Source: an optimization exercise on an open RTL-to-GDS flow (aim: small area). Production flows keep margins and buffers that such runs may drop. Only simulation tests tie the RTL to the original design; equivalence was not proved. No activity file was given, so power comes from the tool's default toggle rates.

==> flow/design.v (excerpt) <==
module scan_top (
    input  logic clk,
    input  logic TxD_reset,
    input  logic rx_serial,
    output logic tx_serial,
    output logic tx_busy
);
clock: 10.0 ns
lec_check: 0
cap_margin: 20
core_margin: 2
core_utilization: 70
cts_buf_list: sky130_fd_sc_hd__clkbuf_4 sky130_fd_sc_hd__clkbuf_8
slew_margin: 20
standard.sh (not shown) runs the stock make flow with config.mk's settings and CLKGATE_MAP_FILE= SYNTH_SCRIPT=/design/flow/synth_recipe.tcl, a recipe that flattens the netlist after the stock synthesis.
==> flow/flow/run.sh <==
#!/bin/bash
set -euo pipefail
bash standard.sh finish "CTS_ARGS=-repair_clock_nets -dont_use_dummy_load -buf_list {sky130_fd_sc_hd__clkbuf_8}" > run_make.log 2>&1
Next try:
--- a/flow/design.v
+++ b/flow/design.v
@@ -62,20 +62,22 @@
     logic        a_fs, a_ls, a_sm, a_cn;
     assign a_cn = act & (st_q == CN);
     assign a_fs = act & (st_q == FS);
     assign a_ls = act & (st_q == LS);
     assign a_sm = act & (st_q == SM);
     logic [7:0]  den_q;     
     logic [7:0]  idx_q;     
     logic [15:0] a_q;       
     logic [15:0] s_q;       
-    logic [8:0]  r_q;       
-    logic [8:0]  e_q;       
+    logic [7:0]  r_q;       
+    logic        rs_q;      
+    logic [7:0]  e_q;       
+    logic        es_q;      
     logic        d_q;       
     logic        c_q;       
     logic        first;     
     logic        last;      
     logic [2:0][15:0] p_q;
     logic [2:0]  mi_q;      
     logic [2:0]  ma_q;      
     logic [2:0]  fr;        
     logic        maxv_q;    
@@ -87,34 +89,36 @@
     localparam logic [2:0] Q_IDLE = 3'd0, Q_DIV = 3'd1, Q_COR = 3'd2, Q_E1 = 3'd3,
                            Q_E2 = 3'd4, Q_A = 3'd5;
     logic [2:0]  sq_q;
     logic        p9;        
     logic        p0;
     logic        dbit;      
     logic        dsub;      
     logic        den0;
     logic [3:0]  tb_q;
-    assign p9   = ~sc_q[3] | (sc_q == 4'd8);
+    logic        p8;
+    assign p8   = (sc_q == 4'd8);
+    assign p9   = ~sc_q[3] | p8;
     assign p0   = (sc_q == 4'd0);
     assign dbit = ~sc_q[3] & den_q[0];
     assign den0 = (den_q == 8'd0);
     assign dsub = (tb_q == 4'd15) | s_q[0];
     logic fa_x, fa_y, fa_c, fa_s, fa_co;
     always_comb begin
         fa_x = bl_q;
         fa_y = 1'b0;
         fa_c = c_q;
         case (sq_q)
             Q_A:   begin fa_x = a_q[0]; fa_y = s_q[0]; if (p0) fa_c = dq_q & ~first; end
-            Q_E1:  begin fa_x = e_q[0]; fa_y = ~sc_q[3] & r_q[0]; if (p0) fa_c = 1'b0; end
-            Q_E2:  begin fa_x = e_q[0]; fa_y = dq_q & ~dbit; if (p0) fa_c = dq_q; end
+            Q_E1:  begin fa_x = p8 ? es_q : e_q[0]; fa_y = ~sc_q[3] & r_q[0]; if (p0) fa_c = 1'b0; end
+            Q_E2:  begin fa_x = p8 ? es_q : e_q[0]; fa_y = dq_q & ~dbit; if (p0) fa_c = dq_q; end
             Q_DIV: begin fa_x = p0 ? s_q[15] : d_q; fa_y = dbit ^ dsub; if (p0) fa_c = dsub; end
-            Q_COR: begin fa_x = r_q[0]; fa_y = dbit & ~s_q[0]; if (p0) fa_c = 1'b0; end
+            Q_COR: begin fa_x = p8 ? rs_q : r_q[0]; fa_y = dbit & ~s_q[0]; if (p0) fa_c = 1'b0; end
             default: begin
                 case (st_q)
                     CN: begin fa_y = 1'b1; if (kl == 4'd0) fa_c = 1'b0; end
                     FS: begin fa_x = ~(~kl[3] & den_q[0]); if (kl == 4'd0) fa_c = 1'b1; end
                     default: begin fa_y = ~a_q[0]; if (kl == 4'd0) fa_c = 1'b1; end
                 endcase
             end
         endcase
         {fa_co, fa_s} = fa_x + fa_y + fa_c;
@@ -192,26 +196,32 @@
         d_q <= r_q[0];
         den_q <= {a_cn ? fa_s : den_q[0], den_q[7:1]};
         if (st_q == FS) idx_q <= {1'b0, idx_q[7:1]};
         else if (sq_q == Q_E1 && ~sc_q[3]) idx_q <= {idx_q[0] ^ (nz_q | p0), idx_q[7:1]};
         else idx_q <= {idx_q[0], idx_q[7:1]};
         a_q <= {a_fs ? bl_q : ((sq_q == Q_A) ? fa_s : a_q[0]), a_q[15:1]};
         if (a_ls) s_q <= {fa_s, s_q[15:1]};
         else if (sq_q == Q_DIV && sc_q == 4'd8) s_q <= {s_q[14:0], ~fa_s | den0};
         else if (sq_q == Q_A) s_q <= {s_q[0], s_q[15:1]};
-        if (a_fs) begin
-            r_q <= {1'b0, r_q[8:1]};
-            if (kl <= 4'd8) e_q <= {fa_s, e_q[8:1]};
+        if (st_q == FS) begin
+            r_q  <= {1'b0, r_q[7:1]};
+            rs_q <= 1'b0;
+        end else if ((sq_q == Q_DIV || sq_q == Q_COR) && ~sc_q[3]) begin
+            r_q <= {fa_s, r_q[7:1]};
         end else begin
-            if ((sq_q == Q_DIV || sq_q == Q_COR) && p9) r_q <= {fa_s, r_q[8:1]};
-            else if (sq_q == Q_E1 && p9) r_q <= {r_q[0], r_q[8:1]};
-            if ((sq_q == Q_E1 || sq_q == Q_E2) && p9) e_q <= {fa_s, e_q[8:1]};
-        end
+            r_q <= {r_q[0], r_q[7:1]};
+            if ((sq_q == Q_DIV || sq_q == Q_COR) && p8) rs_q <= fa_s;
+        end
+        if ((a_fs && ~kl[3]) || ((sq_q == Q_E1 || sq_q == Q_E2) && ~sc_q[3]))
+            e_q <= {fa_s, e_q[7:1]};
+        else
+            e_q <= {e_q[0], e_q[7:1]};
+        if ((a_fs && kl == 4'd8) || ((sq_q == Q_E1 || sq_q == Q_E2) && p8)) es_q <= fa_s;
         for (int r = 0; r < 3; r++) begin
             if (st_q == FS || st_q == LS)
                 p_q[r] <= {mi_q[r], p_q[r][15:1]};
             else if (a_sm && !(mi_q[r] || (ma_q[r] && maxv_q)))
                 p_q[r] <= {bl_q, p_q[r][15:1]};
             else
                 p_q[r] <= {p_q[r][0], p_q[r][15:1]};
         end
         if (a_sm) begin
Die area came out lower by 2.5%.
Maximum frequency went down by 1.9%.
Wire length is lower by 5.1%.
Setup slack degrades by 66 ps.
Sequential power went up by about 9%.

-- what the ideal ports hide --
The flow's constraints put no driver on any port. The routed layouts listed below were extracted and timed again, unchanged, in two steps.
Step 1 assumes that a clkbuf_16 drives the clock port and a buf_2 every other input.
Step 2 times the ports against the registers' clock, not the clock port: input delays grow and output delays shrink by t, the midpoint of the rising clock arrivals with the driver on.
a / b / c = no drivers / after step 1 / after step 2; a / b = the first two.
run	t (ns)	setup WS [ns]	worst data-port slew with drivers (ns)	pins driven straight from the clock port
the first run	0.491	6.559 / 6.523 / 6.619	0.03	1
the second run	0.494	6.493 / 6.459 / 6.393	0.03	1
After both steps every run listed still meets setup and hold. The setup slack of the second run, which loses most, moves by -0.034 ns with the drivers and by -0.100 ns with both steps.
